This design comes from an exercise in tuning for small area and a short achievable clock period on the open sky130 flow, not from production work.
Where RTL was checked, it was by simulation tests only, not by an equivalence proof against the original.
Function not checked in run 1: the RTL went through the layout flow alone.
Power figures rest on the tool's default switching activity, not on a simulated workload.

<file path="flow/design.v">
`timescale 1ns/1ps
`default_nettype none
package rvIsaPkg;
    localparam logic [6:0] opcodeOp    = 7'b0110011;  
    localparam logic [6:0] opcodeOpImm = 7'b0010011;  
    localparam logic [6:0] opcodeLui   = 7'b0110111;
    localparam logic [6:0] opcodeAuipc = 7'b0010111;
    localparam logic [2:0] f3AddSub = 3'b000;  
    localparam logic [2:0] f3Sll    = 3'b001;
    localparam logic [2:0] f3Slt    = 3'b010;
    localparam logic [2:0] f3Sltu   = 3'b011;
    localparam logic [2:0] f3Xor    = 3'b100;
    localparam logic [2:0] f3SrlSra = 3'b101;  
    localparam logic [2:0] f3Or     = 3'b110;
    localparam logic [2:0] f3And    = 3'b111;
    typedef union packed {
        struct packed {
            logic [6:0]               funct7;   
            logic [5-1:0] rs2;
            logic [5-1:0] rs1;
            logic [2:0]               funct3;
            logic [5-1:0] rd;
            logic [6:0]               opcode;
        } rType;
        struct packed {
            logic [11:0]              imm12;    
            logic [5-1:0] rs1;
            logic [2:0]               funct3;
            logic [5-1:0] rd;
            logic [6:0]               opcode;
        } iType;
        struct packed {
            logic [19:0]              imm20;    
            logic [5-1:0] rd;
            logic [6:0]               opcode;
        } uType;
    } instrWord;
endpackage
`default_nettype wire
`timescale 1ns/1ps
`default_nettype none
package rvPipePkg;
    localparam logic selRs1 = 1'b0;
    localparam logic selPc  = 1'b1;  
    localparam logic selRs2 = 1'b0;
    localparam logic selImm = 1'b1;
    localparam int aluOpW = 4;
    localparam int shamtW = $clog2(32);  
    localparam logic [aluOpW-1:0] aluAdd   = 4'b0000;
    localparam logic [aluOpW-1:0] aluSub   = 4'b1000;
    localparam logic [aluOpW-1:0] aluSll   = 4'b0001;
    localparam logic [aluOpW-1:0] aluSlt   = 4'b0010;
    localparam logic [aluOpW-1:0] aluSltu  = 4'b0011;
    localparam logic [aluOpW-1:0] aluXor   = 4'b0100;
    localparam logic [aluOpW-1:0] aluSrl   = 4'b0101;
    localparam logic [aluOpW-1:0] aluSra   = 4'b1101;
    localparam logic [aluOpW-1:0] aluOr    = 4'b0110;
    localparam logic [aluOpW-1:0] aluAnd   = 4'b0111;
    localparam logic [aluOpW-1:0] aluPassB = 4'b1111;  
endpackage
`default_nettype wire
`timescale 1ns/1ps
`default_nettype none
module regFile (
    input  logic        clk,
    input  logic [31:1] rs1Sel,     
    input  logic [31:1] rs2Sel,
    input  logic        rs1Byp,     
    input  logic        rs2Byp,
    input  logic [4:0]  wrIdx,
    input  logic        wrEn,
    input  logic [31:0] wrData,
    output logic [31:0] rs1Data,
    output logic [31:0] rs2Data
);
    logic [31:0] regs [1:31];
    for (genvar i = 1; i < 32; i++) begin : g_reg
        always_ff @(posedge clk) begin
            if (wrEn && (wrIdx == 5'(i))) regs[i] <= wrData;
        end
    end
    always_comb begin
        rs1Data = {32{rs1Byp}} & wrData;
        rs2Data = {32{rs2Byp}} & wrData;
        for (int i = 1; i < 32; i++) begin
            rs1Data = rs1Data | ({32{rs1Sel[i]}} & regs[i]);
            rs2Data = rs2Data | ({32{rs2Sel[i]}} & regs[i]);
        end
    end
endmodule
`default_nettype wire
`timescale 1ns/1ps
`default_nettype none
module aluUnit (
    input  logic [31:0] x,
    input  logic [31:0] g,
    input  logic [4:0]  shamt,
    input  logic        cin,       
    input  logic        fill,      
    input  logic        selAdd,    
    input  logic        selP,      
    input  logic        selG,      
    input  logic        selSr,     
    input  logic        selSl,     
    input  logic        selLt,
    input  logic        selLtu,
    output logic [31:0] result
);
    logic [31:0] gp [0:5];   
    logic [31:0] pp [0:5];
    logic [32:0] c;
    logic [31:0] sum;
    logic        lt, ltu;
    logic [31:0] shr, shl;
    always_comb begin
        gp[0] = g;
        pp[0] = x;
        gp[0][0] = (g[0] | x[0]) & (g[0] | cin);
        for (int l = 0; l < 5; l++) begin
            gp[l+1] = gp[l];
            pp[l+1] = pp[l];
            for (int i = 0; i < 32; i++) begin
                if (i == (1 << l)) begin
                    gp[l+1][i] = (gp[l][i] | pp[l][i]) & (gp[l][i] | gp[l][i - 1]);
                    pp[l+1][i] = pp[l][i] & pp[l][i - 1];
                end else if (((i >> l) & 1) == 1) begin
                    gp[l+1][i] = gp[l][i] | (pp[l][i] & gp[l][((i >> l) << l) - 1]);
                    pp[l+1][i] = pp[l][i] & pp[l][((i >> l) << l) - 1];
                end
            end
        end
        c[0] = cin;
        for (int i = 0; i < 32; i++) c[i+1] = gp[5][i];
    end
    assign sum = x ^ c[31:0];
    assign ltu = ~c[32];
    assign lt  = x[31] ? sum[31] : g[31];
    assign shr = 32'($signed({fill, x}) >>> shamt);
    always_comb begin
        for (int i = 0; i < 32; i++) shl[i] = shr[31-i];
    end
    assign result = ({32{selAdd}} & sum)
                  | ({32{selP}}   & x)
                  | ({32{selG}}   & g)
                  | ({32{selSr}}  & shr)
                  | ({32{selSl}}  & shl)
                  | {31'd0, (selLt & lt) | (selLtu & ltu)};
endmodule
`default_nettype wire
`timescale 1ns/1ps
`default_nettype none
module rvPipe (
    input  logic        clk,
    input  logic        rstN,
    input  logic [31:0] imemData,
    output logic [31:0] imemAddr,
    output logic        wbValid,
    output logic [4:0]  wbRd,
    output logic [31:0] wbData
);
    localparam logic [1:0] clsOp    = 2'b00;
    localparam logic [1:0] clsOpImm = 2'b01;
    localparam logic [1:0] clsLui   = 2'b10;
    localparam logic [1:0] clsAuipc = 2'b11;
    logic [31:0] eX, eG;
    logic [4:0]  eSh;
    logic        eSub, eFill;
    logic        eSelAdd, eSelP, eSelG, eSelSr, eSelSl, eSelLt, eSelLtu;
    logic [4:0]  eRd;
    logic        eWr;
    logic [31:2] pc;
    assign imemAddr = {pc, 2'b00};
    always_ff @(posedge clk) begin
        if (!rstN) pc <= '0;
        else       pc <= pc + 30'd1;
    end
    logic       fKnown;
    logic [1:0] fCls;
    always_comb begin
        fKnown = 1'b1;
        fCls   = clsOp;
        case (imemData[6:0])
            7'b0110011: fCls = clsOp;
            7'b0010011: fCls = clsOpImm;
            7'b0110111: fCls = clsLui;
            7'b0010111: fCls = clsAuipc;
            default: begin
                fKnown = 1'b0;
                fCls   = 2'bxx;
            end
        endcase
    end
    logic [4:0] fRs1, fRs2;
    logic       fUse1, fUse2;
    assign fRs1  = imemData[19:15];
    assign fRs2  = imemData[24:20];
    assign fUse1 = !fCls[1];
    assign fUse2 = (fCls == clsOp);
    logic fByp1, fByp2;
    assign fByp1 = fUse1 && eWr && (eRd == fRs1);
    assign fByp2 = fUse2 && eWr && (eRd == fRs2);
    logic [31:1] fSel1, fSel2;
    always_comb begin
        for (int i = 1; i < 32; i++) begin
            fSel1[i] = fUse1 && !fByp1 && (fRs1 == 5'(i));
            fSel2[i] = fUse2 && !fByp2 && (fRs2 == 5'(i));
        end
    end
    logic        dWr;       
    logic [1:0]  dCls;
    logic [31:7] dIr;       
    logic [31:1] dSel1, dSel2;
    logic        dByp1, dByp2;
    always_ff @(posedge clk) begin
        if (!rstN) dWr <= 1'b0;
        else       dWr <= fKnown && (imemData[11:7] != 5'd0);
    end
    always_ff @(posedge clk) begin
        dCls  <= fCls;
        dIr   <= imemData[31:7];
        dSel1 <= fSel1;
        dSel2 <= fSel2;
        dByp1 <= fByp1;
        dByp2 <= fByp2;
    end
    logic [4:0]  dRd;
    logic [2:0]  dF3;
    logic        dB30;
    assign dRd  = dIr[11:7];
    assign dF3  = dIr[14:12];
    assign dB30 = dIr[30];
    logic [31:0] rs1Val, rs2Val;
    regFile regs (
        .clk     (clk),
        .rs1Sel  (dSel1),
        .rs2Sel  (dSel2),
        .rs1Byp  (dByp1),
        .rs2Byp  (dByp2),
        .wrIdx   (wbRd),
        .wrEn    (wbValid),
        .wrData  (wbData),
        .rs1Data (rs1Val),
        .rs2Data (rs2Val)
    );
    logic dAlu;             
    logic dSub, dSra, dShift;
    logic dSelAdd, dSelP, dSelG, dSelSr, dSelSl, dSelLt, dSelLtu;
    always_comb begin
        dAlu    = !dCls[1];
        dSra    = dAlu && (dF3 == 3'b101) && dB30;
        dSub    = dAlu && ((dF3[2:1] == 2'b01) ||
                           ((dF3 == 3'b000) && dB30 && (dCls == clsOp)));
        dSelAdd = !dAlu || (dF3 == 3'b000);
        dSelSl  = dAlu && (dF3 == 3'b001);
        dSelLt  = dAlu && (dF3 == 3'b010);
        dSelLtu = dAlu && (dF3 == 3'b011);
        dSelP   = dAlu && ((dF3 == 3'b100) || (dF3 == 3'b110));
        dSelSr  = dAlu && (dF3 == 3'b101);
        dSelG   = dAlu && (dF3[2:1] == 2'b11);
        dShift  = dAlu && (dF3[1:0] == 2'b01);
    end
    logic [31:0] dImm;
    logic [19:0] uHiM1;     
    assign uHiM1 = dIr[31:12] - 20'd1;
    always_comb begin
        case (dCls)
            clsOp:    dImm = '0;
            clsOpImm: dImm = {{20{dIr[31]}}, dIr[31:20]};
            clsLui:   dImm = {dIr[31:12], 12'd0};
            default:  dImm = {uHiM1, 12'hffc};
        endcase
    end
    logic [31:0] dA, dArev, dB, dBs;
    assign dA  = rs1Val | ((dCls == clsAuipc) ? {pc, 2'b00} : 32'd0);   
    assign dB  = rs2Val | dImm;
    assign dBs = dB ^ {32{dSub}};
    always_comb begin
        for (int i = 0; i < 32; i++) dArev[i] = dA[31-i];
    end
    always_ff @(posedge clk) begin
        if (!rstN) eWr <= 1'b0;
        else       eWr <= dWr;
    end
    always_ff @(posedge clk) begin
        eX      <= dShift ? (dSelSl ? dArev : dA) : (dA ^ dBs);
        eG      <= dA & dBs;
        eSh     <= dB[4:0];
        eSub    <= dSub;
        eFill   <= dSra && dA[31];
        eSelAdd <= dSelAdd;
        eSelP   <= dSelP;
        eSelG   <= dSelG;
        eSelSr  <= dSelSr;
        eSelSl  <= dSelSl;
        eSelLt  <= dSelLt;
        eSelLtu <= dSelLtu;
        eRd     <= dRd;
    end
    logic [31:0] aluResult;
    aluUnit alu (
        .x      (eX),
        .g      (eG),
        .shamt  (eSh),
        .cin    (eSub),
        .fill   (eFill),
        .selAdd (eSelAdd),
        .selP   (eSelP),
        .selG   (eSelG),
        .selSr  (eSelSr),
        .selSl  (eSelSl),
        .selLt  (eSelLt),
        .selLtu (eSelLtu),
        .result (aluResult)
    );
    always_ff @(posedge clk) begin
        if (!rstN) wbValid <= 1'b0;
        else       wbValid <= eWr;
    end
    always_ff @(posedge clk) begin
        wbRd   <= eRd;
        wbData <= aluResult;
    end
endmodule
`default_nettype wire
</file>
<file path="flow/flow/run.sh">
#!/bin/bash
# Standard ORFS layout with three changes: ports buffered with buf_2 (which the
# resizer may upsize) instead of the delay-cell default, clock tree without
# dummy balancing loads, and a clock buffer list that includes smaller cells.
set -euo pipefail
export BUFFER_PORTS_ARGS="-buffer_cell sky130_fd_sc_hd__buf_2"
export CTS_ARGS="-sink_clustering_enable -repair_clock_nets -dont_use_dummy_load -root_buf sky130_fd_sc_hd__clkbuf_16 -buf_list {sky130_fd_sc_hd__clkbuf_4 sky130_fd_sc_hd__clkbuf_8 sky130_fd_sc_hd__clkbuf_16}"
bash standard.sh finish > flow_make.log 2>&1
</file>
<file path="flow/standard.sh">
#!/bin/bash
# synth_recipe.tcl (not shown) runs the flow's synth.tcl, then flattens the netlist and writes it again
# the make line also repeats each setting of config.mk as NAME=value (left out here)
make -C /OpenROAD-flow-scripts/flow DESIGN_CONFIG=/design/flow/config.mk WORK_HOME=/design/flow/orfs CLKGATE_MAP_FILE= SYNTH_SCRIPT=/design/flow/synth_recipe.tcl "${@:-finish}"
</file>
<file path="flow/config.mk">
export PLATFORM = sky130hd
export DESIGN_NAME = rvPipe
export DESIGN_NICKNAME = rvPipe
export VERILOG_FILES = /design/flow/design.v
export SDC_FILE = /design/flow/constraint.sdc
export NUM_CORES = 4
export LEC_CHECK = 0
export CAP_MARGIN = 20
export CELL_PAD_IN_SITES_DETAIL_PLACEMENT = 1
export CELL_PAD_IN_SITES_GLOBAL_PLACEMENT = 1
export CORE_MARGIN = 2
export CORE_UTILIZATION = 45
export PLACE_DENSITY = 0.55
export SETUP_SLACK_MARGIN = 3.4
export SLEW_MARGIN = 20
export TNS_END_PERCENT = 20
</file>
<file path="flow/constraint.sdc">
create_clock -name core_clock -period 6.0 [get_ports {clk}]
set_input_delay 1.2000 -clock core_clock [delete_from_list [all_inputs] [get_ports {clk}]]
set_output_delay 1.2000 -clock core_clock [all_outputs]
set_load 0.01 [all_outputs]
</file>
==> results of run 1 <==
kinds of logic (layout without fill, tap and decap cells):
family / Yosys count / in the layout / share of synthesized area
xor+xnor: 99 / 99 / 0.0164
mux: 94 / 94 / 0.0262
other cells: 1 / 18 / 0.0000710
flops: 1236 / 1236 / 0.656
simple gates: 835 / 836 / 0.0796
compound gates: 1308 / 1308 / 0.189
fa+ha+maj: 38 / 38 / 0.00900
buf+inv: 319 / 709 / 0.0232
cells in the mapped netlist, types with 50 or more instances:
master / instances
a22o_1: 189
a21oi_1: 70
clkbuf_1: 233
nor2_1: 138
a221oi_1: 197
o21ai_0: 91
buf_1: 54
nor3_1: 57
nand2_1: 203
edfxtp_1: 992
nand4_1: 185
mux2i_1: 50
xnor2_1: 74
nand3_1: 106
a22oi_1: 658
dfxtp_1: 244
where the power goes:
| part | switching (uW) | internal (uW) | total (uW) |
|---|---|---|---|
| logic | 2470 | 1430 | 3910 |
| clock network | 3270 | 3960 | 7230 |
| registers | 606 | 10100 | 10700 |
| total | 6350 | 15500 | 21800 |
state kept, by name, indices dropped and copies added (netlist names), 2 cells and up:
register	count
pc	30
dCls	2
wbRd	5
eG	32
eX	32
eRd	5
dSel2	31
eSh	5
dSel1	31
wbData	32
regs.regs	992
dIr	25
cells in the final DEF, fill, tap and decap left out, types with 16 or more instances in the layout:
cell type / netlist / final
a22o_1: 189 / 189
and2_1: 37 / 35
ha_1: 38 / 37
xor2_1: 25 / 25
nand3_1: 106 / 101
a22oi_1: 658 / 657
mux2i_1: 50 / 47
o21ai_1: 6 / 16
buf_6: 2 / 42
nor3_1: 57 / 44
nor2_1: 138 / 106
clkbuf_16: 0 / 145
buf_2: 7 / 92
nand4_1: 185 / 185
nand2_1: 203 / 201
a222oi_1: 18 / 18
dfxtp_4: 0 / 71
mux4_2: 29 / 29
dfxtp_1: 244 / 134
nor2_4: 0 / 31
buf_4: 2 / 306
nand2b_1: 18 / 17
a21oi_1: 70 / 59
xnor2_1: 74 / 67
edfxtp_1: 992 / 992
diode_2: 0 / 16
buf_12: 0 / 65
a221oi_1: 197 / 176
a221oi_2: 0 / 21
o21ai_0: 91 / 65
dfxtp_2: 0 / 39
critical path, stage by stage (launching register included):
cell and delay [ns]:
dfxtp_2 0.33, buf_12 0.12, nor2b_4 0.14, and2_4 0.22
buf_4 0.16, buf_12 0.15, a21oi_1 0.16, nand3_1 0.14
nor4_4 0.53, o21ai_1 0.28, xnor2_1 0.27, ha_1 0.27
nand2_1 0.06, o21ai_0 0.10
per-layer routing:
layer	part of all wire	track usage	vias up
li1	-	-	16900
met1	0.34	0.635	24400
met2	0.39	0.683	5902
met3	0.18	0.253	1698
met4	0.087	0.359	20
met5	0.00081	0.00320	-
what timing repair did:
action	CTS	global route
gates resized for setup	377	66
setup buffers	173	68
gates cloned	16	9
endpoints found under the setup margin	481	528
pin swaps	85	21
through the flow:
step | hold slack (ns) | utilization | instances
2_1_floorplan | 0.310 | - | 3931
3_3_place_gp | 0.316 | 0.481 | 5438
3_5_place_dp | 0.314 | 0.482 | 5444
4_1_cts | 0.326 | 0.541 | 5769
5_1_grt | 0.331 | 0.551 | 5847
6_report | 0.325 | 0.551 | 5862
path summary, 6_finish.rpt:
| check | from | endpoint |
|---|---|---|
| hold reg to reg | dIr[8]$_DFF_P_ | eRd[1]$_DFF_P_ |
| hold / removal | dIr[8]$_DFF_P_ | eRd[1]$_DFF_P_ |
| setup / recovery | dCls[0]$_DFF_P_ | eX[27]$_DFF_P_ |
| setup reg to reg | dCls[0]$_DFF_P_ | eX[27]$_DFF_P_ |
cell type report:
cell class,count,area [um^2]
Fill cell,11100,52300
Sequential cell,1236,35000
Multi-Input combinational cell,2377,18000
Timing Repair Buffer,550,5620
Clock buffer,136,3400
Tap cell,1524,1910
Inverter,21,90.1
Antenna cell,16,40.0
Timing Repair inverter,2,15.0
==> parameters.txt, run 1 <==
Parameter                              Value

CTS
  Clock root buffer ... clkbuf_16
  Clk Latency, worst-skew pair ... 0.78 ns
  Clock tree sinks ... 1236
  H-tree level count ... 4
  Hold-fix buffers, CTS ... 0
  TritonCTS clock tree ... built
  Inserted Clock Buffers ... 136
  Clock slew at reported path FFs ... 0.06 ns
  CTS Buffer Depth ... 3

Min path
  Number of cells traversed by the worst hold path ... 0
  Class of the tightest hold or removal check ... flip-flop to flip-flop

Timing
  Maximum clock frequency ... 323 MHz
  Worst Clk Skew ... 0.0751 ns
  Total negative setup slack ... 0 ns
  Final setup violation count ... 0
  Time the final worst path needs with I/O delays and setup ... 3.09 ns
  RSZ-0062 raised after global routing ... true
  Final critical-path share of the clock period ... 0.516
  Worst Max-Slew Pin Slew ... 1.30 ns
  Pins Over Slew Limit ... 0
  Post-layout worst setup margin ... 2.91 ns
  Relative slew slack ... 0.135
  Final-report hold violation count ... 0

Global route
  Vias in the first global route ... 45600
  GRT Residual Overflow ... 0
  Maximum number of pins on one net before global-route repair ... 65
  Aggregate global-route resource usage ... 0.509
  Wire length of the first global-routing pass ... 412 mm
  Antenna violations before repair ... 22

Drt
  Final routed wirelength across all metal layers ... 317 mm
  DR vias ... 48900
  DR DRC count ... 0
  Antenna viol nets, final ... 0
  Number of optimization iterations in the first detailed-route pass ... 10
  Post-DR vias/cell ... 8.35
  First DRT Iteration DRCs ... 11500
  Detail-routed net length per standard cell ... 54.1 um

Placed design
  Count of input and output buffers ... 101
  Placer's final routability congestion estimate ... 1.03
  Worst Setup Slack post-DPL ... 1.59 ns
  Cell area reported after detailed placement ... 56100 um^2
  Post-detailed-placement half-perimeter wirelength ... 184 mm

Layout
  Area growth from synthesis to layout ... 21.3%
  Share of post-route cells with drive strength above 1 ... 0.233
  Number of nets in the final layout ... 4396
  Final design instance area without fill ... 64100 um^2

Logic synthesis
  Area fraction of the dominant cell type after synthesis ... 0.564
  Total of warnings raised by yosys ... 6
  Largest area contributor in the netlist ... edfxtp_1
  Mapped Cells ... 3930
  Top cells by area, synth ... edfxtp_1 (56%), a22oi_1 (9.3%), dfxtp_1 (9.2%), a221oi_1 (3.3%), a22o_1 (3.1%)
  Syn Std Cell Area ... 52800 um^2
  Distinct cell type count of the synthesized netlist ... 71
  Post-synthesis average cell area ... 13.4 um^2
  Dominant register cell in the synthesized netlist ... edfxtp_1
  Fraction of synthesis flops using an asynchronous set or reset pin ... 0
  Post-synth EDFFs ... 992
  Share of the yosys chip area belonging to registers ... 0.656
  Yosys reg bits ... 1236

Die
  Starting density of the core ... 0.454
  Core box area ... 116000 um^2
  Chip width ... 347 um
  Y dimension of the die ... 347 um
  Floorplan row count ... 125
  IO Count ... 104
  Die area ... 120000 um^2

Setup path
  Critical path startpoint category ... flip-flop
  Arrival time reported for the critical path endpoint ... 3.68 ns
  Maximum fanout along the worst path ... 6
  CP endpoint kind ... flip-flop
  Setup slack on the worst flop-to-flop path ... 2.91 ns
  Register-to-Register Path Depth ... 13
  Start-to-end type of the worst setup path ... flip-flop to flip-flop
  CP Data Required Time ... 6.59 ns

Power
  Total power density per cell area ... 340 nW/um^2
  Power, Total ... 21800 uW
  Cell leakage power ... 0.0217 uW
  Max rail drop VDD ... 314 uV

Flow run
  Number of maximum-capacitance constraint violations ... 0

Status
  Outcome ... complete, no violations
==> run 2: changes to the inputs <==
--- a/flow/design.v
+++ b/flow/design.v
@@ -67,6 +67,5 @@
     input  logic [31:1] rs2Sel,
-    input  logic        rs1Byp,     
-    input  logic        rs2Byp,
-    input  logic [4:0]  wrIdx,
-    input  logic        wrEn,
+    input  logic [31:0] rs1Extra,   
+    input  logic [31:0] rs2Extra,
+    input  logic [31:1] wrSel,      
     input  logic [31:0] wrData,
@@ -78,3 +77,3 @@
         always_ff @(posedge clk) begin
-            if (wrEn && (wrIdx == 5'(i))) regs[i] <= wrData;
+            if (wrSel[i]) regs[i] <= wrData;
         end
@@ -82,4 +81,4 @@
     always_comb begin
-        rs1Data = {32{rs1Byp}} & wrData;
-        rs2Data = {32{rs2Byp}} & wrData;
+        rs1Data = rs1Extra;
+        rs2Data = rs2Extra;
         for (int i = 1; i < 32; i++) begin
@@ -96,3 +95,5 @@
     input  logic [31:0] g,
-    input  logic [4:0]  shamt,
+    input  logic [3:0]  shLo,      
+    input  logic [3:0]  shMid,     
+    input  logic        sh16,      
     input  logic        cin,       
@@ -137,3 +138,20 @@
     assign lt  = x[31] ? sum[31] : g[31];
-    assign shr = 32'($signed({fill, x}) >>> shamt);
+    logic [31:0] s1, s2;
+    always_comb begin
+        for (int i = 0; i < 32; i++) begin
+            s1[i] = sh16 ? ((i + 16 < 32) ? x[(i + 16) % 32] : fill) : x[i];
+        end
+        for (int i = 0; i < 32; i++) begin
+            s2[i] = 1'b0;
+            for (int k = 0; k < 4; k++) begin
+                s2[i] = s2[i] | (shMid[k] & ((i + 4 * k < 32) ? s1[(i + 4 * k) % 32] : fill));
+            end
+        end
+        for (int i = 0; i < 32; i++) begin
+            shr[i] = 1'b0;
+            for (int k = 0; k < 4; k++) begin
+                shr[i] = shr[i] | (shLo[k] & ((i + k < 32) ? s2[(i + k) % 32] : fill));
+            end
+        end
+    end
     always_comb begin
@@ -165,3 +183,4 @@
     logic [31:0] eX, eG;
-    logic [4:0]  eSh;
+    logic [3:0]  eShLo, eShMid;
+    logic        eSh16;
     logic        eSub, eFill;
@@ -213,2 +232,3 @@
     logic        dByp1, dByp2;
+    logic [31:2] dPc;       
     always_ff @(posedge clk) begin
@@ -220,2 +240,3 @@
         dIr   <= imemData[31:7];
+        dPc   <= pc;
         dSel1 <= fSel1;
@@ -232,13 +253,25 @@
     logic [31:0] rs1Val, rs2Val;
+    logic [31:1] wbWe;      
+    logic [31:0] wbDataW;
+    logic [31:0] dImm;
+    always_comb begin
+        case (dCls)
+            clsOp:    dImm = '0;
+            clsOpImm: dImm = {{20{dIr[31]}}, dIr[31:20]};
+            default:  dImm = {dIr[31:12], 12'd0};
+        endcase
+    end
+    logic [31:0] dExtra1, dExtra2;
+    assign dExtra1 = ({32{dByp1}} & wbDataW) | ((dCls == clsAuipc) ? {dPc, 2'b00} : 32'd0);
+    assign dExtra2 = ({32{dByp2}} & wbDataW) | dImm;
     regFile regs (
-        .clk     (clk),
-        .rs1Sel  (dSel1),
-        .rs2Sel  (dSel2),
-        .rs1Byp  (dByp1),
-        .rs2Byp  (dByp2),
-        .wrIdx   (wbRd),
-        .wrEn    (wbValid),
-        .wrData  (wbData),
-        .rs1Data (rs1Val),
-        .rs2Data (rs2Val)
+        .clk      (clk),
+        .rs1Sel   (dSel1),
+        .rs2Sel   (dSel2),
+        .rs1Extra (dExtra1),
+        .rs2Extra (dExtra2),
+        .wrSel    (wbWe),
+        .wrData   (wbDataW),
+        .rs1Data  (rs1Val),
+        .rs2Data  (rs2Val)
     );
@@ -261,16 +294,5 @@
     end
-    logic [31:0] dImm;
-    logic [19:0] uHiM1;     
-    assign uHiM1 = dIr[31:12] - 20'd1;
-    always_comb begin
-        case (dCls)
-            clsOp:    dImm = '0;
-            clsOpImm: dImm = {{20{dIr[31]}}, dIr[31:20]};
-            clsLui:   dImm = {dIr[31:12], 12'd0};
-            default:  dImm = {uHiM1, 12'hffc};
-        endcase
-    end
-    logic [31:0] dA, dArev, dB, dBs;
-    assign dA  = rs1Val | ((dCls == clsAuipc) ? {pc, 2'b00} : 32'd0);   
-    assign dB  = rs2Val | dImm;
+    logic [31:0] dA, dB, dBs, dArev;
+    assign dA  = rs1Val;
+    assign dB  = rs2Val;
     assign dBs = dB ^ {32{dSub}};
@@ -284,5 +306,9 @@
     always_ff @(posedge clk) begin
-        eX      <= dShift ? (dSelSl ? dArev : dA) : (dA ^ dBs);
+        eX      <= ({32{dSelSl}} & dArev) | ({32{dSelSr}} & dA) | ({32{!dShift}} & (dA ^ dBs));
         eG      <= dA & dBs;
-        eSh     <= dB[4:0];
+        for (int k = 0; k < 4; k++) begin
+            eShLo[k]  <= dB[1:0] == 2'(k);
+            eShMid[k] <= dB[3:2] == 2'(k);
+        end
+        eSh16   <= dB[4];
         eSub    <= dSub;
@@ -302,3 +328,5 @@
         .g      (eG),
-        .shamt  (eSh),
+        .shLo   (eShLo),
+        .shMid  (eShMid),
+        .sh16   (eSh16),
         .cin    (eSub),
@@ -319,4 +347,11 @@
     always_ff @(posedge clk) begin
-        wbRd   <= eRd;
-        wbData <= aluResult;
+        for (int i = 1; i < 32; i++) begin
+            if (!rstN) wbWe[i] <= 1'b0;
+            else       wbWe[i] <= eWr && (eRd == 5'(i));
+        end
+    end
+    always_ff @(posedge clk) begin
+        wbRd    <= eRd;
+        wbData  <= aluResult & {32{eWr}};
+        wbDataW <= aluResult;
     end
==> flow/flow/run.sh (replaced) <==
#!/bin/bash
# Standard ORFS layout (standard.sh) with three changes: ports are buffered
# with buf_2, which the resizer may upsize, instead of the delay-cell default;
# the clock tree gets no dummy balancing loads; and its sink clusters are
# larger, for fewer leaf buffers. The make output goes to flow_make.log.
set -euo pipefail
export BUFFER_PORTS_ARGS="-buffer_cell sky130_fd_sc_hd__buf_2"
export CTS_ARGS="-sink_clustering_enable -repair_clock_nets -dont_use_dummy_load -sink_clustering_size 20 -sink_clustering_max_diameter 100"
bash standard.sh finish > flow_make.log 2>&1
--- a/flow/config.mk
+++ b/flow/config.mk
@@ -15,2 +15,2 @@
 export SLEW_MARGIN = 20
-export TNS_END_PERCENT = 20
+export TNS_END_PERCENT = 25
==> parameters.txt, run 2 <==
Parameter                              Value

Status
  Outcome ... complete, no violations

CTS
  H-tree level count ... 3 (-1)
  Clock tree sinks ... 1333 (+7.8%)
  Clk Latency, worst-skew pair ... 0.74 ns (-0.04 ns)
  Clock root buffer ... clkbuf_16
  Clock slew at reported path FFs ... 0.09 ns (+0.03 ns)
  Inserted Clock Buffers ... 77 (-43%)
  CTS Buffer Depth ... 3 (unchanged)
  TritonCTS clock tree ... built
  Hold-fix buffers, CTS ... 0 (unchanged)

Setup path
  CP endpoint kind ... flip-flop
  Chain of cells forming the critical path ... buf_4, a22o_1, a221oi_1, nand4_1, nor3_1, nand4_1, xnor2_1, ha_1, nand2_1, o21ai_0
  Maximum fanout along the worst path ... 7 (+1)
  Slowest Stage Delay on Critical Path ... 0.44 ns (-0.09 ns)
  Critical path startpoint category ... flip-flop
  Beginning of the worst register-to-register path ... dSel2[2]$_DFF_P_
  Arrival time reported for the critical path endpoint ... 3.32 ns (-0.36 ns)
  CP Data Required Time ... 6.60 ns (about the same)
  Cell repeated most along the worst path ... nand4_1
  CP top delay family ... simple AND/OR/NAND/NOR gates
  Worst r2r dst ... eX[9]$_DFF_P_
  Slowest stage cell, crit path ... dfxtp_4
  Setup slack on the worst flop-to-flop path ... 3.29 ns (+0.38 ns)
  Start-to-end type of the worst setup path ... flip-flop to flip-flop
  Crit path buf inv count ... 1 (-2)
  Register-to-Register Path Depth ... 10 (-3)

Timing
  Maximum clock frequency ... 368 MHz (+14%)
  Time the final worst path needs with I/O delays and setup ... 2.71 ns (-0.380 ns)
  Relative slew slack ... 0.150 (+0.0142)
  Worst Max-Slew Pin Slew ... 1.28 ns (-0.0214 ns)
  Worst hold slack ... 0.333 ns (+0.00781 ns)
  RSZ-0062 raised after global routing ... true
  Final setup violation count ... 0 (unchanged)
  Worst Clk Skew ... 0.0687 ns (-0.00638 ns)
  Total negative setup slack ... 0 ns (unchanged)
  Pins Over Slew Limit ... 0 (unchanged)
  Final critical-path share of the clock period ... 0.452 (-0.0633)
  Final-report hold violation count ... 0 (unchanged)

Logic synthesis
  Simple-gate share of the synthesized area ... 0.0767 (-0.00295)
  Distinct cell type count of the synthesized netlist ... 81 (+14%)
  Post-synth EDFFs ... 992 (unchanged)
  Syn Std Cell Area ... 55100 um^2 (+4.3%)
  Compound-Gate Fraction of Synth Area ... 0.203 (+0.0132)
  Share of the yosys chip area belonging to registers ... 0.664 (+0.00788)
  Total of warnings raised by yosys ... 6 (unchanged)
  Xor/xnor cell area share of the yosys netlist ... 0.0111 (-0.00529)
  Proportion of synthesized area in mux cells ... 0.0141 (-0.0121)
  Top cells by area, synth ... edfxtp_1 (54%), dfxtp_1 (12%), a22oi_1 (8.0%), a221oi_1 (4.0%), a22o_1 (3.8%)
  Mapped Cells ... 4104 (+4.4%)
  Fraction of synthesis flops using an asynchronous set or reset pin ... 0 (unchanged)
  Yosys reg bits ... 1333 (+7.8%)
  Combinational family with the most area after synthesis ... compound AO/OA/AOI/OAI gates
  Top cells by instance count after synthesis ... edfxtp_1 (992), a22oi_1 (589), dfxtp_1 (341)
  Post-synthesis share of cell area spent on full adders, half adders and majority gates ... 0.00749 (-0.00151)
  Area fraction of the dominant cell type after synthesis ... 0.540 (-0.0235)
  Post-synthesis average cell area ... 13.4 um^2 (about the same)
  Dominant register cell in the synthesized netlist ... edfxtp_1
  Largest area contributor in the netlist ... edfxtp_1
  Most common cell in the netlist ... edfxtp_1

Power
  Max rail drop VDD ... 268 uV (-15%)
  Logic gate share of total power ... 0.162 (-0.017)
  P_int ... 14100 uW (-8.5%)
  Power, Total ... 20300 uW (-7.1%)
  Switching portion of total power ... 0.302 (+0.0105)
  Cell leakage power ... 0.0213 uW (-1.9%)
  Clock share of power ... 0.266 (-0.066)
  Power spent charging and discharging nets ... 6110 uW (-3.7%)
  Total power density per cell area ... 317 nW/um^2 (-6.8%)
  Reg power frac ... 0.572 (+0.083)

Layout
  Area growth from synthesis to layout ... 15.9%
  Number of nets in the final layout ... 4440 (+1.0%)
  Register ranked first by flip-flop count ... regs.regs
  Most frequent standard cell in the layout excluding fill and tap cells ... edfxtp_1
  Commonest cells after routing, fill and taps aside ... edfxtp_1 (992), a22oi_1 (578), buf_4 (281), a22o_1 (238), a221oi_1 (219)
  Number of flip-flops under the largest register name ... 992 (unchanged)
  Share of post-route cells with drive strength above 1 ... 0.210 (-0.0230)
  Post-route non-filler standard cell count ... 6020 (+2.7%)

Min path
  Worst Hold Launch ... dIr[11]$_DFF_P_
  Worst min-delay path endpoint ... eRd[4]$_DFF_P_
  Number of cells traversed by the worst hold path ... 0 (unchanged)
  Class of the tightest hold or removal check ... flip-flop to flip-flop

Die
  Starting density of the core ... 0.453 (-0.00111)
  Die area ... 125000 um^2 (+4.3%)
  Y dimension of the die ... 354 um (+2.1%)
  Chip width ... 354 um (+2.1%)
  Floorplan row count ... 128 (+2.4%)
  Core box area ... 122000 um^2 (+4.6%)
  IO Count ... 104 (unchanged)

Drt
  Detail-routed net length per standard cell ... 52.4 um (-3.1%)
  Number of optimization iterations in the first detailed-route pass ... 9 (-1)
  Antenna viol nets, final ... 0 (unchanged)
  DR DRC count ... 0 (unchanged)
  First DRT Iteration DRCs ... 11200 (-3.3%)
  DR vias ... 49300 (+0.79%)
  Final routed wirelength across all metal layers ... 316 mm (-0.48%)
  Post-DR vias/cell ... 8.19 (-1.9%)

Global route
  Maximum number of pins on one net before global-route repair ... 43 (-34%)
  Aggregate global-route resource usage ... 0.484 (-0.0256)
  Vias in the first global route ... 46200 (+1.4%)
  Antenna violations before repair ... 19 (-14%)
  Wire length of the first global-routing pass ... 410 mm (-0.35%)
  GRT Residual Overflow ... 0 (unchanged)

Placed design
  Post-detailed-placement half-perimeter wirelength ... 179 mm (-2.7%)
  Instance count after placement with tap cells included ... 5698 (+4.7%)
  Placer's final routability congestion estimate ... 0.986 (-4.6%)
  Count of input and output buffers ... 101 (unchanged)

Flow run
  Number of maximum-capacitance constraint violations ... 0 (unchanged)
[run 2: cell count changes in the layout (fill, tap and decap cells not counted), sizes merged, moves of 15 or more]
cell / delta
mux4: -33
clkbuf: -62
a21oi: -15
o21ai: +29
buf: -39
xor2: -17
a221oi: +56
dfxtp: +97
nor4: -24
a22o: +50
a22oi: -65
a222oi: +26
nand2: -34
nor3: +28
[run 2: logic make-up (layout without fill, tap and decap cells)]
| family | count (synthesis) | in the layout |
|---|---|---|
| AO/OA/AOI/OAI | 1433 | 1433 |
| AND/OR/NAND/NOR | 823 | 823 |
| multiplexers | 72 | 72 |
| buffers and inverters | 339 | 605 |
| other | 1 | 26 |
| XOR/XNOR | 70 | 70 |
| flip-flops | 1333 | 1333 |
| adder cells (fa/ha/maj) | 33 | 33 |
[run 2: stage by stage]
step | worst slack, ns | area (um^2) | util
after floorplan | 3.34 | 55200 | -
after global placement | 2.13 | 58100 | 0.477
after detailed placement | 2.17 | 58100 | 0.477
after CTS | 3.27 | 62100 | 0.510
after global routing | 3.27 | 63900 | 0.525
final | 3.29 | 63900 | 0.525
[run 2: power groups by stage]
| stage | sequential [uW] | combinational (uW) | clock [uW] |
|---|---|---|---|
| floorplan | 11400 | 1440 | 0 |
| global placement | 11800 | 2480 | 0 |
| detailed placement | 11800 | 2590 | 0 |
| CTS | 11500 | 2870 | 5330 |
| global route | 11600 | 3380 | 5620 |
| finish | 11600 | 3280 | 5380 |
[run 2: worst max-delay path by stage]
stage / start / to / slack, ns / cells after the start
2_1_floorplan: imemData[3] / dSel1[20]$_DFF_P_ / 3.34 / 6
3_3_place_gp: dCls[1]$_DFF_P_ / eX[26]$_DFF_P_ / 2.13 / 10
3_5_place_dp: dCls[1]$_DFF_P_ / eX[26]$_DFF_P_ / 2.17 / 10
4_1_cts: eG[7]$_DFF_P_ / wbData[26]$_DFF_P_ / 3.27 / 7
5_1_grt: dSel2[17]$_DFF_P_ / eX[5]$_DFF_P_ / 3.27 / 10
6_report: dSel2[2]$_DFF_P_ / eX[9]$_DFF_P_ / 3.29 / 10
[run 2: timing repair]
action,in CTS,in global routing
setup endpoints to repair,144,100
buffers inserted,102,109
resized for setup,254,180
pin swaps,60,90
cloned,4,6
[run 2: final cells by class]
cell class                 instances  area, um^2
antenna                           24        60.1
clock buffer                      77        1930
fill                           11900       57800
inverter                          28         115
multi-input combinational       2433       18200
sequential                      1333       37000
tap                             1625        2030
timing repair buffer             500        4670
[run 2: per-layer routing]
metal	global-route usage	routed length (um)
met4	0.335	29000
met5	0	136
met1	0.619	108000
met2	0.662	125000
met3	0.202	54000
==> run 3: changes to the inputs <==
--- a/flow/design.v
+++ b/flow/design.v
@@ -207,3 +207,3 @@
                 fKnown = 1'b0;
-                fCls   = 2'bxx;
+                fCls   = clsOp;   
             end
--- a/flow/config.mk
+++ b/flow/config.mk
@@ -7,3 +7,3 @@
 export LEC_CHECK = 0
-export CAP_MARGIN = 20
+export CAP_MARGIN = 10
 export CELL_PAD_IN_SITES_DETAIL_PLACEMENT = 1
@@ -14,3 +14,3 @@
 export SETUP_SLACK_MARGIN = 3.4
-export SLEW_MARGIN = 20
+export SLEW_MARGIN = 10
 export TNS_END_PERCENT = 25
==> parameters.txt, run 3 <==
Parameter                              Value

Placed design
  Placer's final routability congestion estimate ... 0.986 (unchanged)
  Instance count after placement with tap cells included ... 5698 (unchanged)
  Post-detailed-placement half-perimeter wirelength ... 179 mm (about the same)
  Count of input and output buffers ... 101 (unchanged)
  Worst Setup Slack post-DPL ... 2.13 ns (-0.0337 ns)

Power
  Clock share of power ... 0.266 (about the same)
  P_int ... 14100 uW (-0.11%)
  Max rail drop VDD ... 260 uV (-2.8%)
  Switching portion of total power ... 0.302 (about the same)
  Power, Total ... 20200 uW (-0.11%)
  Power spent charging and discharging nets ... 6100 uW (-0.13%)
  Logic gate share of total power ... 0.161 (about the same)
  Reg power frac ... 0.573 (about the same)
  Total power density per cell area ... 319 nW/um^2 (+0.54%)
  Cell leakage power ... 0.0211 uW (-1.1%)

Timing
  Post-layout worst setup margin ... 3.21 ns (-0.0717 ns)
  Worst Max-Slew Pin Slew ... 1.27 ns (-0.00111 ns)
  Final-report hold violation count ... 0 (unchanged)
  Relative slew slack ... 0.150 (+0.000739)
  Worst Clk Skew ... 0.0830 ns (+0.0143 ns)
  Maximum clock frequency ... 359 MHz (-2.6%)
  Final critical-path share of the clock period ... 0.464 (+0.0119)
  Pins Over Slew Limit ... 0 (unchanged)
  Time the final worst path needs with I/O delays and setup ... 2.79 ns (+0.0717 ns)
  Total negative setup slack ... 0 ns (unchanged)
  RSZ-0062 raised after global routing ... true
  Final setup violation count ... 0 (unchanged)

Layout
  Area growth from synthesis to layout ... 15.2%
  Number of flip-flops under the largest register name ... 992 (unchanged)
  Most frequent standard cell in the layout excluding fill and tap cells ... edfxtp_1
  Fillcell total ... 11900 (+0.14%)
  Post-route non-filler standard cell count ... 5982 (-0.63%)
  Share of post-route cells with drive strength above 1 ... 0.197 (-0.0130)
  Number of nets in the final layout ... 4404 (-0.81%)
  Register ranked first by flip-flop count ... regs.regs
  Commonest cells after routing, fill and taps aside ... edfxtp_1 (992), a22oi_1 (580), buf_4 (253), a22o_1 (237), a221oi_1 (221)
  Final cell utilization of the core ... 0.522 (-0.00344)

Logic synthesis
  Mapped Cells ... 4104 (unchanged)
  Area fraction of the dominant cell type after synthesis ... 0.540 (unchanged)
  Total of warnings raised by yosys ... 6 (unchanged)
  Syn Std Cell Area ... 55100 um^2 (unchanged)
  Distinct cell type count of the synthesized netlist ... 81 (unchanged)
  Share of the yosys chip area belonging to registers ... 0.664 (unchanged)
  Post-synthesis average cell area ... 13.4 um^2 (unchanged)
  Top cells by area, synth ... edfxtp_1 (54%), dfxtp_1 (12%), a22oi_1 (8.0%), a221oi_1 (4.0%), a22o_1 (3.8%)
  Dominant register cell in the synthesized netlist ... edfxtp_1
  Most common cell in the netlist ... edfxtp_1
  Top cells by instance count after synthesis ... edfxtp_1 (992), a22oi_1 (589), dfxtp_1 (341)
  Fraction of synthesis flops using an asynchronous set or reset pin ... 0 (unchanged)
  Yosys reg bits ... 1333 (unchanged)
  Post-synth EDFFs ... 992 (unchanged)
  Largest area contributor in the netlist ... edfxtp_1

Die
  Y dimension of the die ... 354 um (unchanged)
  Starting density of the core ... 0.453 (unchanged)
  Chip width ... 354 um (unchanged)
  Floorplan row count ... 128 (unchanged)
  IO Count ... 104 (unchanged)
  Core box area ... 122000 um^2 (unchanged)
  Die area ... 125000 um^2 (unchanged)

Global route
  Wire length of the first global-routing pass ... 409 mm (-0.47%)
  Aggregate global-route resource usage ... 0.481 (-0.00270)
  GRT Residual Overflow ... 0 (unchanged)
  Vias in the first global route ... 46200 (-0.14%)
  Maximum number of pins on one net before global-route repair ... 43 (unchanged)
  Antenna violations before repair ... 22 (+3)

Setup path
  Slowest Stage Delay on Critical Path ... 0.44 ns (about the same)
  Maximum fanout along the worst path ... 9 (+2)
  CP Data Required Time ... 6.57 ns (-0.03 ns)
  Cell repeated most along the worst path ... nand4_1
  CP top delay family ... simple AND/OR/NAND/NOR gates
  Arrival time reported for the critical path endpoint ... 3.36 ns (+0.04 ns)
  Slowest stage cell, crit path ... dfxtp_4
  Critical path startpoint category ... flip-flop
  Chain of cells forming the critical path ... buf_4, a22o_1, a221oi_1, nand4_1, nor3_1, nand4_1, xnor2_1, ha_1, nand2_1, o21ai_0
  Start-to-end type of the worst setup path ... flip-flop to flip-flop
  CP endpoint kind ... flip-flop
  Crit path buf inv count ... 1 (unchanged)

CTS
  CTS Buffer Depth ... 3 (unchanged)
  TritonCTS clock tree ... built
  Hold-fix buffers, CTS ... 0 (unchanged)
  Clock root buffer ... clkbuf_16
  Clock tree sinks ... 1333 (unchanged)
  Inserted Clock Buffers ... 77 (unchanged)
  Clk Latency, worst-skew pair ... 0.74 ns (about the same)
  H-tree level count ... 3 (unchanged)
  Clock slew at reported path FFs ... 0.09 ns (about the same)

Drt
  Number of optimization iterations in the first detailed-route pass ... 11 (+2)
  Antenna viol nets, final ... 0 (unchanged)
  First DRT Iteration DRCs ... 11000 (-1.1%)
  Detail-routed net length per standard cell ... 52.4 um (about the same)
  DR DRC count ... 0 (unchanged)
  DR vias ... 49100 (-0.42%)
  Post-DR vias/cell ... 8.21 (+0.21%)
  Final routed wirelength across all metal layers ... 314 mm (-0.65%)

Min path
  Class of the tightest hold or removal check ... flip-flop to flip-flop

Status
  Outcome ... complete, no violations

Flow run
  Number of maximum-capacitance constraint violations ... 0 (unchanged)
## run 3: cell counts after synthesis
Identical to the previous run, type by type.
## run 3: power groups by stage
stage	registers (uW)	clock network, uW	logic (uW)
4_1_cts	11500	5340	2820
3_3_place_gp	11800	0	2480
5_1_grt	11600	5610	3340
6_report	11600	5380	3270
3_5_place_dp	11800	0	2590
2_1_floorplan	11400	0	1440
## run 3: path summary, 6_finish.rpt
kind | start | to | slack, ns | depth (start not counted)
worst max register to register | dSel2[2]$_DFF_P_ | eX[9]$_DFF_P_ | 3.21 | 10
worst min register to register | dIr[11]$_DFF_P_ | eRd[4]$_DFF_P_ | 0.33 | 0
worst max-delay path | dSel2[2]$_DFF_P_ | eX[9]$_DFF_P_ | 3.21 | 10
worst min-delay path | dIr[11]$_DFF_P_ | eRd[4]$_DFF_P_ | 0.33 | 0
## run 3: repair_timing
action,in CTS,in global routing
endpoints found under the setup margin,143,100
pin swaps,53,73
buffers inserted,78,99
gates resized for setup,234,177
cloned,3,5
## run 3: area by class of cell
| class | count | area (um^2) | area share |
|---|---|---|---|
| Inverter | 28 | 115 | 0.00181 |
| Multi-Input combinational cell | 2433 | 18100 | 0.284 |
| Tap cell | 1625 | 2030 | 0.0320 |
| Timing Repair Buffer | 464 | 4380 | 0.0690 |
| Antenna cell | 22 | 55.1 | 0.000867 |
| Sequential cell | 1333 | 36900 | 0.582 |
| Clock buffer | 77 | 1930 | 0.0303 |
## run 3: logic make-up (layout without fill, tap and decap cells)
logic type | after synthesis | after routing | share of synthesized area
XOR/XNOR | 70 | 70 | 0.0111
AO/OA/AOI/OAI | 1433 | 1433 | 0.203
flip-flops | 1333 | 1333 | 0.664
multiplexers | 72 | 72 | 0.0141
adder cells (fa/ha/maj) | 33 | 33 | 0.00749
buffers and inverters | 339 | 569 | 0.0240
other | 1 | 24 | 0.0000680
AND/OR/NAND/NOR | 823 | 823 | 0.0767
## run 3: layer usage
layer | GRT usage | share of wire | up-vias
li1 | - | - | 17400
met1 | 0.611 | 0.34 | 24700
met2 | 0.655 | 0.39 | 5446
met3 | 0.201 | 0.17 | 1628
met4 | 0.351 | 0.097 | 22
met5 | 0.00151 | 0.00041 | -
## run 3: through the flow
step                cell area (um^2)  hold WS, ns
CTS                            61700        0.333
global route                   63500        0.344
finish                         63500        0.331
floorplan                      55200        0.310
global placement               58100        0.312
detailed placement             58100        0.315
==> run 4: changes to the inputs <==
--- a/flow/config.mk
+++ b/flow/config.mk
@@ -13,3 +13,3 @@
 export PLACE_DENSITY = 0.55
-export SETUP_SLACK_MARGIN = 3.4
+export SETUP_SLACK_MARGIN = 3.3
 export SLEW_MARGIN = 10
==> parameters.txt, run 4 <==
Parameter                              Value

Drt
  Number of optimization iterations in the first detailed-route pass ... 7 (-4)
  Routed length on met2 ... 125 mm (+1.0%)
  DR vias ... 48700 (-0.81%)
  Met1 wire length ... 107 mm (-0.14%)
  DR DRC count ... 0 (unchanged)
  Final routed wirelength across all metal layers ... 314 mm (about the same)
  First DRT Iteration DRCs ... 11000 (-0.29%)
  Antenna viol nets, final ... 0 (unchanged)
  Wire length on met3 ... 53.2 mm (+0.79%)
  Top metal layer carrying routed signals ... met5
  Post-DR vias/cell ... 8.22 (+0.11%)
  Detail-routed net length per standard cell ... 52.9 um (+0.99%)

Global route
  Maximum number of pins on one net before global-route repair ... 38 (-12%)
  GRT Residual Overflow ... 0 (unchanged)
  Aggregate global-route resource usage ... 0.484 (+0.00230)
  Antenna violations before repair ... 24 (+9.1%)
  Wire length of the first global-routing pass ... 411 mm (+0.60%)
  Vias in the first global route ... 46700 (+1.2%)

Timing
  Pins Over Slew Limit ... 0 (unchanged)
  RSZ-0062 raised after global routing ... true
  Time the final worst path needs with I/O delays and setup ... 2.83 ns (+0.0451 ns)
  Maximum clock frequency ... 353 MHz (-1.6%)
  Final setup violation count ... 0 (unchanged)
  Relative slew slack ... 0.107 (-0.0432)
  Worst Max-Slew Pin Slew ... 1.34 ns (+0.0648 ns)
  Final critical-path share of the clock period ... 0.472 (+0.00752)
  Total negative setup slack ... 0 ns (unchanged)
  Final-report hold violation count ... 0 (unchanged)
  Worst Clk Skew ... 0.0741 ns (-0.00896 ns)

Placed design
  Placer's final routability congestion estimate ... 1.01 (+2.9%)
  Instance count after placement with tap cells included ... 5690 (-0.14%)
  Count of input and output buffers ... 101 (unchanged)
  Post-detailed-placement half-perimeter wirelength ... 182 mm (+1.8%)

Layout
  Number of nets in the final layout ... 4359 (-1.0%)
  Share of post-route cells with drive strength above 1 ... 0.187 (-0.0101)
  Commonest cells after routing, fill and taps aside ... edfxtp_1 (992), a22oi_1 (584), a22o_1 (239), a221oi_1 (225), buf_4 (216)
  Register ranked first by flip-flop count ... regs.regs
  Number of flip-flops under the largest register name ... 992 (unchanged)
  Fillcell total ... 11900 (+0.084%)
  Post-route non-filler standard cell count ... 5927 (-0.92%)
  Most frequent standard cell in the layout excluding fill and tap cells ... edfxtp_1
  Area growth from synthesis to layout ... 14.3%

Setup path
  CP Data Required Time ... 6.57 ns (about the same)
  Worst r2r dst ... eX[22]$_DFF_P_
  Maximum fanout along the worst path ... 13 (+4)
  Register-to-Register Path Depth ... 9 (-1)
  CP endpoint kind ... flip-flop
  Beginning of the worst register-to-register path ... dSel1[20]$_DFF_P_
  Start-to-end type of the worst setup path ... flip-flop to flip-flop
  Setup slack on the worst flop-to-flop path ... 3.17 ns (-0.05 ns)
  Arrival time reported for the critical path endpoint ... 3.40 ns (+0.04 ns)
  Critical path startpoint category ... flip-flop

Die
  Y dimension of the die ... 354 um (unchanged)
  Floorplan row count ... 128 (unchanged)
  Chip width ... 354 um (unchanged)
  IO Count ... 104 (unchanged)
  Starting density of the core ... 0.453 (unchanged)
  Die area ... 125000 um^2 (unchanged)
  Core box area ... 122000 um^2 (unchanged)

Min path
  Worst min-delay path endpoint ... eRd[0]$_DFF_P_
  Number of cells traversed by the worst hold path ... 0 (unchanged)
  Class of the tightest hold or removal check ... flip-flop to flip-flop
  Worst Hold Launch ... dIr[7]$_DFF_P_

Logic synthesis
  Top cells by area, synth ... edfxtp_1 (54%), dfxtp_1 (12%), a22oi_1 (8.0%), a221oi_1 (4.0%), a22o_1 (3.8%)
  Largest area contributor in the netlist ... edfxtp_1
  Post-synth EDFFs ... 992 (unchanged)
  Fraction of synthesis flops using an asynchronous set or reset pin ... 0 (unchanged)
  Dominant register cell in the synthesized netlist ... edfxtp_1
  Top cells by instance count after synthesis ... edfxtp_1 (992), a22oi_1 (589), dfxtp_1 (341)
  Distinct cell type count of the synthesized netlist ... 81 (unchanged)
  Share of the yosys chip area belonging to registers ... 0.664 (unchanged)
  Post-synthesis average cell area ... 13.4 um^2 (unchanged)
  Syn Std Cell Area ... 55100 um^2 (unchanged)
  Yosys reg bits ... 1333 (unchanged)
  Total of warnings raised by yosys ... 6 (unchanged)
  Most common cell in the netlist ... edfxtp_1
  Mapped Cells ... 4104 (unchanged)
  Area fraction of the dominant cell type after synthesis ... 0.540 (unchanged)

Power
  Max rail drop VDD ... 248 uV (-4.7%)
  Cell leakage power ... 0.0208 uW (-1.3%)
  Total power density per cell area ... 319 nW/um^2 (+0.25%)

CTS
  CTS Buffer Depth ... 3 (unchanged)
  Clock tree sinks ... 1333 (unchanged)
  H-tree level count ... 3 (unchanged)
  Clk Latency, worst-skew pair ... 0.73 ns (about the same)
  Hold-fix buffers, CTS ... 0 (unchanged)
  Clock slew at reported path FFs ... 0.08 ns (about the same)
  Inserted Clock Buffers ... 77 (unchanged)
  Clock root buffer ... clkbuf_16
  TritonCTS clock tree ... built

Status
  Outcome ... complete, no violations

Flow run
  Number of maximum-capacitance constraint violations ... 0 (unchanged)
## run 4: changes by cell type in the layout (fill, tap and decap cells not counted), moves of 7 or more
cell and change:
buf_12 -14, diode_2 -10, o21ai_2 -7, buf_4 -37
o21ai_1 -10, o21ai_0 +17
## run 4: logic make-up after synthesis
kind of cell    Yosys count  share of synthesized area
other cells               1                  0.0000680
simple gates            823                     0.0767
mux                      72                     0.0141
xor+xnor                 70                     0.0111
fa+ha+maj                33                    0.00749
buf+inv                 339                     0.0240
flops                  1333                      0.664
compound gates         1433                      0.203
## run 4: cell type report
| class | instances | area (um^2) | share of cell area |
|---|---|---|---|
| diodes | 12 | 30.0 | 0.000477 |
| clock buffers | 77 | 1930 | 0.0306 |
| inverters | 28 | 109 | 0.00173 |
| multi-input cells | 2433 | 18100 | 0.287 |
| flip-flops and latches | 1333 | 36900 | 0.586 |
| well taps | 1625 | 2030 | 0.0323 |
| repair buffers | 419 | 3880 | 0.0616 |
## run 4: per-stage QoR
step,util,total power (uW),instance area (um^2),hold slack (ns),worst slack (ns)
6_report,0.518,20100,63000,0.332,3.17
5_1_grt,0.517,20400,63000,0.343,3.19
4_1_cts,0.507,19700,61700,0.332,3.19
3_5_place_dp,0.477,14300,58000,0.313,1.87
3_3_place_gp,0.476,14300,58000,0.314,1.88
2_1_floorplan,-,12800,55200,0.310,3.32
## run 4: per-layer routing
metal / track usage / vias to the layer above
met4: 0.330 / 32
met2: 0.671 / 5553
li1: - / 17200
met1: 0.617 / 24300
met5: 0 / -
met3: 0.196 / 1551
## run 4: worst max-delay path, cell delays in order, from the launching register on
cell and delay, ns:
dfxtp_2 0.49, buf_4 0.40, a22o_1 0.26, a221oi_1 0.25, nand4_1 0.20, nor3_1 0.28, nand4_1 0.25, ha_1 0.35
nand2_1 0.07, o21ai_0 0.10
## run 4: worst max-delay path by stage
stage	start	to	cells after the start
6_report	dSel1[20]$_DFF_P_	eX[22]$_DFF_P_	9
5_1_grt	eSh16$_DFF_P_	wbData[3]$_DFF_P_	8
4_1_cts	eX[11]$_DFF_P_	wbData[14]$_DFF_P_	7
3_5_place_dp	dCls[1]$_DFF_P_	eX[24]$_DFF_P_	11
3_3_place_gp	dCls[0]$_DFF_P_	eX[24]$_DFF_P_	11
2_1_floorplan	imemData[3]	dSel1[24]$_DFF_P_	6
## run 4: repair_timing
| item | CTS | global route |
|---|---|---|
| gates resized for setup | 219 | 155 |
| buffers inserted | 78 | 61 |
| cloned | 4 | 4 |
| endpoints found under the setup margin | 134 | 102 |
| pin swaps | 54 | 65 |
## run 4: where the power goes
part	internal (uW)	switching, uW	total [uW]	leakage, uW
combinational	1030	2000	3030	0.00795
sequential	10700	979	11700	0.0119
clock	2290	3110	5390	0.000949
==> run 5: changes to the inputs <==
--- a/flow/flow/run.sh
+++ b/flow/flow/run.sh
@@ -7,3 +7,3 @@
 export BUFFER_PORTS_ARGS="-buffer_cell sky130_fd_sc_hd__buf_2"
-export CTS_ARGS="-sink_clustering_enable -repair_clock_nets -dont_use_dummy_load -sink_clustering_size 20 -sink_clustering_max_diameter 100"
+export CTS_ARGS="-sink_clustering_enable -repair_clock_nets -dont_use_dummy_load -sink_clustering_size 24 -sink_clustering_max_diameter 100"
 bash standard.sh finish > flow_make.log 2>&1
--- a/flow/config.mk
+++ b/flow/config.mk
@@ -7,3 +7,3 @@
 export LEC_CHECK = 0
-export CAP_MARGIN = 10
+export CAP_MARGIN = 15
 export CELL_PAD_IN_SITES_DETAIL_PLACEMENT = 1
@@ -13,4 +13,4 @@
 export PLACE_DENSITY = 0.55
-export SETUP_SLACK_MARGIN = 3.3
-export SLEW_MARGIN = 10
+export SETUP_SLACK_MARGIN = 3.4
+export SLEW_MARGIN = 15
 export TNS_END_PERCENT = 25
==> parameters.txt, run 5 <==
Parameter                              Value

Logic synthesis
  Post-synthesis average cell area ... 13.4 um^2 (unchanged)
  Fraction of synthesis flops using an asynchronous set or reset pin ... 0 (unchanged)
  Most common cell in the netlist ... edfxtp_1
  Dominant register cell in the synthesized netlist ... edfxtp_1
  Top cells by instance count after synthesis ... edfxtp_1 (992), a22oi_1 (589), dfxtp_1 (341)
  Top cells by area, synth ... edfxtp_1 (54%), dfxtp_1 (12%), a22oi_1 (8.0%), a221oi_1 (4.0%), a22o_1 (3.8%)
  Syn Std Cell Area ... 55100 um^2 (unchanged)
  Total of warnings raised by yosys ... 6 (unchanged)
  Mapped Cells ... 4104 (unchanged)
  Share of the yosys chip area belonging to registers ... 0.664 (unchanged)
  Yosys reg bits ... 1333 (unchanged)
  Post-synth EDFFs ... 992 (unchanged)
  Area fraction of the dominant cell type after synthesis ... 0.540 (unchanged)
  Largest area contributor in the netlist ... edfxtp_1
  Distinct cell type count of the synthesized netlist ... 81 (unchanged)

Power
  Logic gate share of total power ... 0.165 (+0.014)
  Cell leakage power ... 0.0212 uW (+1.8%)
  Clock share of power ... 0.253 (-0.015)
  Switching portion of total power ... 0.304 (+0.00179)
  Max rail drop VDD ... 285 uV (+15%)
  P_int ... 13800 uW (-1.4%)
  Reg power frac ... 0.583 (+0.002)
  Power spent charging and discharging nets ... 6050 uW (-0.56%)
  Total power density per cell area ... 312 nW/um^2 (-2.2%)

Timing
  Worst Max-Slew Pin Slew ... 1.27 ns (-0.0648 ns)
  Final critical-path share of the clock period ... 0.460 (-0.0117)
  Final setup violation count ... 0 (unchanged)
  Total negative setup slack ... 0 ns (unchanged)
  Maximum clock frequency ... 362 MHz (+2.5%)
  Final-report hold violation count ... 0 (unchanged)
  Worst Clk Skew ... 0.0919 ns (+0.0178 ns)
  Pins Over Slew Limit ... 0 (unchanged)
  Relative slew slack ... 0.150 (+0.0432)
  Time the final worst path needs with I/O delays and setup ... 2.76 ns (-0.0701 ns)
  RSZ-0062 raised after global routing ... true

Layout
  Register ranked first by flip-flop count ... regs.regs
  Number of flip-flops under the largest register name ... 992 (unchanged)
  Number of nets in the final layout ... 4430 (+1.6%)
  Footprint of the multi-input gates ... 18200 um^2 (+0.37%)
  Commonest cells after routing, fill and taps aside ... edfxtp_1 (992), a22oi_1 (577), buf_4 (277), a22o_1 (238), a221oi_1 (221)
  Share of post-route cells with drive strength above 1 ... 0.210 (+0.0231)
  Fillcell total ... 11900 (-0.42%)
  Area growth from synthesis to layout ... 15.5%
  Most frequent standard cell in the layout excluding fill and tap cells ... edfxtp_1
  Register area ... 37000 um^2 (about the same)
  Post-route non-filler standard cell count ... 6002 (+1.3%)

CTS
  Clock slew at reported path FFs ... 0.09 ns (about the same)
  Clk Latency, worst-skew pair ... 0.73 ns (about the same)
  Inserted Clock Buffers ... 67 (-13%)
  H-tree level count ... 3 (unchanged)
  CTS Buffer Depth ... 3 (unchanged)
  Clock root buffer ... clkbuf_16
  Clock tree sinks ... 1333 (unchanged)
  TritonCTS clock tree ... built

Min path
  Number of cells traversed by the worst hold path ... 0 (unchanged)
  Class of the tightest hold or removal check ... flip-flop to flip-flop

Setup path
  CP Data Required Time ... 6.57 ns (about the same)
  Register-to-Register Path Depth ... 7 (-2)
  Critical path startpoint category ... flip-flop
  Arrival time reported for the critical path endpoint ... 3.34 ns (-0.06 ns)
  Maximum fanout along the worst path ... 10 (-3)
  CP endpoint kind ... flip-flop
  Start-to-end type of the worst setup path ... flip-flop to flip-flop

Die
  Chip width ... 354 um (unchanged)
  IO Count ... 104 (unchanged)
  Floorplan row count ... 128 (unchanged)
  Starting density of the core ... 0.453 (unchanged)
  Core box area ... 122000 um^2 (unchanged)
  Die area ... 125000 um^2 (unchanged)
  Y dimension of the die ... 354 um (unchanged)

Placed design
  Post-detailed-placement half-perimeter wirelength ... 179 mm (-1.7%)
  Count of input and output buffers ... 101 (unchanged)
  Placer's final routability congestion estimate ... 0.986 (-2.8%)
  Instance count after placement with tap cells included ... 5699 (+0.16%)

Drt
  DR vias ... 49400 (+1.4%)
  First DRT Iteration DRCs ... 11400 (+3.7%)
  DR DRC count ... 0 (unchanged)
  Number of optimization iterations in the first detailed-route pass ... 12 (+5)
  Post-DR vias/cell ... 8.23 (+0.16%)
  Antenna viol nets, final ... 0 (unchanged)
  Final routed wirelength across all metal layers ... 316 mm (+0.70%)
  Detail-routed net length per standard cell ... 52.6 um (-0.56%)

Global route
  Antenna violations before repair ... 28 (+17%)
  Wire length of the first global-routing pass ... 411 mm (about the same)
  Aggregate global-route resource usage ... 0.485 (+0.00190)
  Vias in the first global route ... 46400 (-0.76%)
  GRT Residual Overflow ... 0 (unchanged)
  Maximum number of pins on one net before global-route repair ... 43 (+13%)

Status
  Outcome ... complete, no violations

Flow run
  Number of maximum-capacitance constraint violations ... 0 (unchanged)
==> run 5: path summary, 6_finish.rpt <==
path                                  endpoint             start  slack [ns]
worst max-delay path            eG[20]$_DFF_P_  dSel2[4]$_DFF_P_        3.24
worst min-delay path            eRd[4]$_DFF_P_   dIr[11]$_DFF_P_        0.33
worst max register to register  eG[20]$_DFF_P_  dSel2[4]$_DFF_P_        3.24
worst min register to register  eRd[4]$_DFF_P_   dIr[11]$_DFF_P_        0.33
==> run 5: power groups by stage <==
| stage | clock (uW) | combinational [uW] | sequential, uW |
|---|---|---|---|
| 2_1_floorplan | 0 | 1440 | 11400 |
| 3_3_place_gp | 0 | 2480 | 11800 |
| 3_5_place_dp | 0 | 2610 | 11700 |
| 4_1_cts | 4980 | 2880 | 11500 |
| 5_1_grt | 5270 | 3360 | 11600 |
| 6_report | 5020 | 3280 | 11600 |
==> run 5: critical path, stage by stage, from the launching register on <==
cell	delay, ns
dfxtp_4	0.43
buf_4	0.27
a22o_1	0.25
a221oi_1	0.30
nand4_1	0.24
nor3_4	0.48
xnor2_1	0.20
ha_1	0.42
==> run 5: layout make-up <==
type	instances	share of cell area
diodes	16	0.000629
clock buffers	67	0.0263
inverters	28	0.00179
multi-input cells	2434	0.285
flip-flops and latches	1333	0.580
well taps	1625	0.0319
repair buffers	499	0.0736
==> run 5: repair_timing <==
action	4_1_cts	5_1_grt
gates cloned	3	6
endpoints found under the setup margin	143	103
buffers inserted	108	103
resized for setup	255	189
pin swaps	60	71
hold buffers	0	0
==> run 5: cells by family (layout without fill, tap and decap cells) <==
kind of cell	Yosys count	in the layout	share of synthesized area
AOI/OAI and AO/OA	1433	1434	0.203
DFF	1333	1333	0.664
and+or+nand+nor	823	823	0.0767
buffers and inverters	339	594	0.0240
muxes	72	72	0.0141
xor gates and xnor gates	70	70	0.0111
adders and majority gates	33	33	0.00749
other	1	18	0.0000680
==> run 5: stage by stage <==
| stage | worst slack (ns) | hold slack [ns] | power, uW | utilization | instance area [um^2] |
|---|---|---|---|---|---|
| finish | 3.24 | 0.332 | 19900 | 0.523 | 63700 |
| detailed placement | 2.12 | 0.313 | 14400 | 0.477 | 58100 |
| global placement | 2.13 | 0.312 | 14200 | 0.477 | 58100 |
| CTS | 3.30 | 0.334 | 19400 | 0.508 | 61800 |
| global route | 3.24 | 0.345 | 20200 | 0.523 | 63600 |
| floorplan | 3.34 | 0.310 | 12800 | - | 55200 |
==> run 5: per-layer routing <==
layer  vias up  track usage  share of wire
li1      17400            -              -
met5         -            0         0.0013
met4        44        0.353          0.095
met2      5626        0.657           0.39
met1     24600        0.612           0.34
met3      1736        0.216           0.17

-- port drivers added, routing unchanged --
How much do the figures lean on ideal ports? The routed layouts below were timed once more, with nothing changed but the port constraints. Step 1 assumes that a clkbuf_16 drives the clock port and a buf_2 every other input. Step 2 also shifts input and output timing later by t, the mid clock arrival at the registers, as if the neighbouring blocks saw the same clock. Three values: ideal ports, drivers, drivers and shift; two values: the first two.
| run | t (ns) | setup slack, ns | latest minus earliest clock arrival (ns) | worst register clock-pin slew, ns |
|---|---|---|---|---|
| run 1 | 0.816 | 2.906 / 2.906 / 2.906 | 0.083 / 0.083 | 0.07 / 0.07 |
| run 2 | 0.787 | 3.285 / 3.221 / 2.884 | 0.074 / 0.074 | 0.09 / 0.09 |
| run 3 | 0.771 | 3.214 / 3.214 / 2.839 | 0.087 / 0.087 | 0.09 / 0.09 |
| run 4 | 0.772 | 3.169 / 3.169 / 2.783 | 0.076 / 0.077 | 0.10 / 0.10 |
| run 5 | 0.767 | 3.239 / 3.239 / 2.837 | 0.095 / 0.095 | 0.11 / 0.11 |
After both steps every run listed still meets setup and hold. The setup slack of run 5, which loses most, moves by 0.000 ns with the drivers and by -0.402 ns with both steps.
